What follows belongs to an exercise in optimizing a design on an open flow for small area, a short achievable clock period and few clock cycles per item; a production flow would make more cautious choices. No activity file was given, so power comes from the tool's default toggle rates.

==> flow/design.v (excerpt) <==
module dedup_fifo_queue #(
    parameter int unsigned QUEUE_DEPTH = 16
) (
    input  logic               i_clk,
    input  logic               i_rst_n,
    input  logic               i_in_valid,
    output logic               o_in_ready,
    input  logic [1:0]         i_in_opcode,
    input  logic [31:0]        i_in_value,
    output logic               o_out_valid,
    input  logic               i_out_ready,
    output logic [2:0]         o_out_status,
    output logic [31:0]        o_out_value,
    output logic [4:0]         o_out_count
);
    localparam int unsigned D  = 16;
    localparam int unsigned DW = dfq_pkg::DATA_W;
    logic          i_valid;
    logic [1:0]    i_op;
    logic [DW-1:0] i_val;
    logic [D-1:0]  i_pm;      
    logic          i_lacc;    
    logic          r_valid;
    logic [1:0]    r_op;
    logic [DW-1:0] r_val;
    logic          r_dupm;    
    logic          r_eqp;     
    logic          r_lenq;    
    logic          p_valid;
    logic [2:0]    p_status;
    logic          o_valid;
    logic [2:0]    o_status;
    logic [DW-1:0] o_value;
    logic [4:0]    o_count;
    logic [DW-1:0] mem [D];
    logic [D-1:0]  vld;
    logic [3:0]    head;
    logic [D-1:0]  tail_oh;   
    logic [4:0]    count;
    logic          empty_r;   
    logic [D-1:0]  rd_sel;    
    logic          ready;
    assign ready      = !p_valid;
    assign o_in_ready = ready;
    logic full, empty, dup, enq_try, enq_ok, deq_ok, is_uniq, is_deq, is_clr;
    assign full    = count[4];
    assign empty   = empty_r;
    assign dup     = r_dupm || (r_lenq && r_eqp);
    assign is_uniq = (r_op == 2'd0);
    assign is_deq  = (r_op == 2'd2);
    assign is_clr  = (r_op == 2'd3);
    assign enq_try = !r_op[1];
    assign enq_ok  = enq_try && !full && !(is_uniq && dup);
    assign deq_ok  = is_deq && !empty;
    logic [2:0] r_status;
    logic [4:0] r_count;
    always_comb begin
        if (is_clr)                r_status = 3'd5;
        else if (is_deq)           r_status = empty ? 3'd3 : 3'd4;
        else if (is_uniq && dup)   r_status = 3'd1;
        else if (full)             r_status = 3'd2;
        else                       r_status = 3'd0;
  ...
Size in the first run: roughly 2,400 cells after synthesis, ~80 I/O pins.
Settings: LEC_CHECK=0, ABC_CLOCK_PERIOD_IN_PS=2700, CAP_MARGIN=20, CORE_MARGIN=2, CORE_UTILIZATION=50, PLACE_DENSITY=0.65, SETUP_SLACK_MARGIN=3.8, SLEW_MARGIN=40; clock period 6.0 ns.
standard.sh (not shown) runs the stock make flow with config.mk's settings and CLKGATE_MAP_FILE= SYNTH_SCRIPT=/design/flow/synth_recipe.tcl, a recipe that flattens the netlist after the stock synthesis.
==> flow/flow/run.sh <==
#!/bin/bash
# The standard layout, with two changes to how it is made: the port buffers
# are buf_4 cells instead of the delay cell buffer_ports picks by default,
# and timing repair may resize a cell to any footprint. ORFS writes each
# step's log under orfs/logs; make's own output goes to standard.log.
set -euo pipefail
bash standard.sh "BUFFER_PORTS_ARGS=-buffer_cell sky130_fd_sc_hd__buf_4" \
    MATCH_CELL_FOOTPRINT=0 finish > standard.log 2>&1
==> next run, changes <==
==> flow/run.sh (new file) <==
#!/bin/bash
# synth_recipe.tcl (not shown) runs the flow's synth.tcl, then flattens the netlist and writes it again
# the make line also repeats each setting of config.mk as NAME=value (left out here)
make -C /OpenROAD-flow-scripts/flow DESIGN_CONFIG=/design/flow/config.mk WORK_HOME=/design/flow/orfs CLKGATE_MAP_FILE= SYNTH_SCRIPT=/design/flow/synth_recipe.tcl finish
removed: flow/flow/run.sh
removed: flow/standard.sh
Maximum frequency climbs by about 5%.
Worst setup slack is better by 0.12 ns.
Core utilization goes up by 2.6 points.
Area after synthesis is unchanged.
Non-clock buffer count climbs by 62.
Cell area climbs by 4.0%.
Function was not checked in any run of this note: the RTL went through the layout flow alone.

========
Another version of the RTL of dedup_fifo_queue (not shown whole).
Size: ~2300 cells after synthesis, ~80 I/O pins, ~31000 um^2 of cells after synthesis.
export LEC_CHECK = 0
export ABC_CLOCK_PERIOD_IN_PS = 2300
export CAP_MARGIN = 20
export CORE_MARGIN = 2
export CORE_UTILIZATION = 50
export PLACE_DENSITY = 0.65
export SETUP_SLACK_MARGIN = 3.8
export SLEW_MARGIN = 40
export TNS_END_PERCENT = 10
create_clock -name core_clock -period 6.0 [get_ports {i_clk}]
run.sh (not shown) runs the stock make flow with config.mk's settings and CLKGATE_MAP_FILE= SYNTH_SCRIPT=/design/flow/synth_recipe.tcl, a recipe that flattens the netlist after the stock synthesis.
Stock flow here: none of the scripts above is used.
The first run went through all stages and came out clean.
==> next run, changes <==
Settings changed: ABC_CLOCK_PERIOD_IN_PS 2300 to 2700, SETUP_SLACK_MARGIN 3.8 to 3.3, TNS_END_PERCENT 10 to unset.
=> Power falls by 2.3%; final area is lower by 4.7%; register-to-register slack loses 0.04 ns; flip-flop and latch count stays the same; setup slack gains 0.23 ns; first-iteration DRC count goes down by about 6.5%; cell count decreases by 2.4%; global-route usage went down by 0.45 points; synthesized cell count is unchanged; non-clock buffer count falls by 78.
Function was not checked in any run of this note: the RTL went through the layout flow alone.

-- re-timing with driven ports --
The flow's constraints put no driver on any port. The routed layouts listed below were extracted and timed again, unchanged, in two steps. Step 1, drivers: a clkbuf_16 drives i_clk and a buf_2 each remaining input, both assumed. Step 2 also shifts input and output timing later by t, the mid clock arrival at the registers, as if the neighbouring blocks saw the same clock. Slacks: ideal / step 1 / step 2; pairs: ideal / step 1.
run	t, ns	slack for setup (ns)	worst register clock-pin slew, ns
the first run of note 1	0.691	3.438 / 3.371 / 2.775	0.07 / 0.07
the second run of note 1	0.686	3.559 / 3.490 / 2.965	0.07 / 0.07
the first run of note 2	0.687	2.927 / 2.951 / 2.264	0.07 / 0.07
the second run of note 2	0.706	3.152 / 3.152 / 2.571	0.07 / 0.07
After both steps every run listed still meets setup and hold.
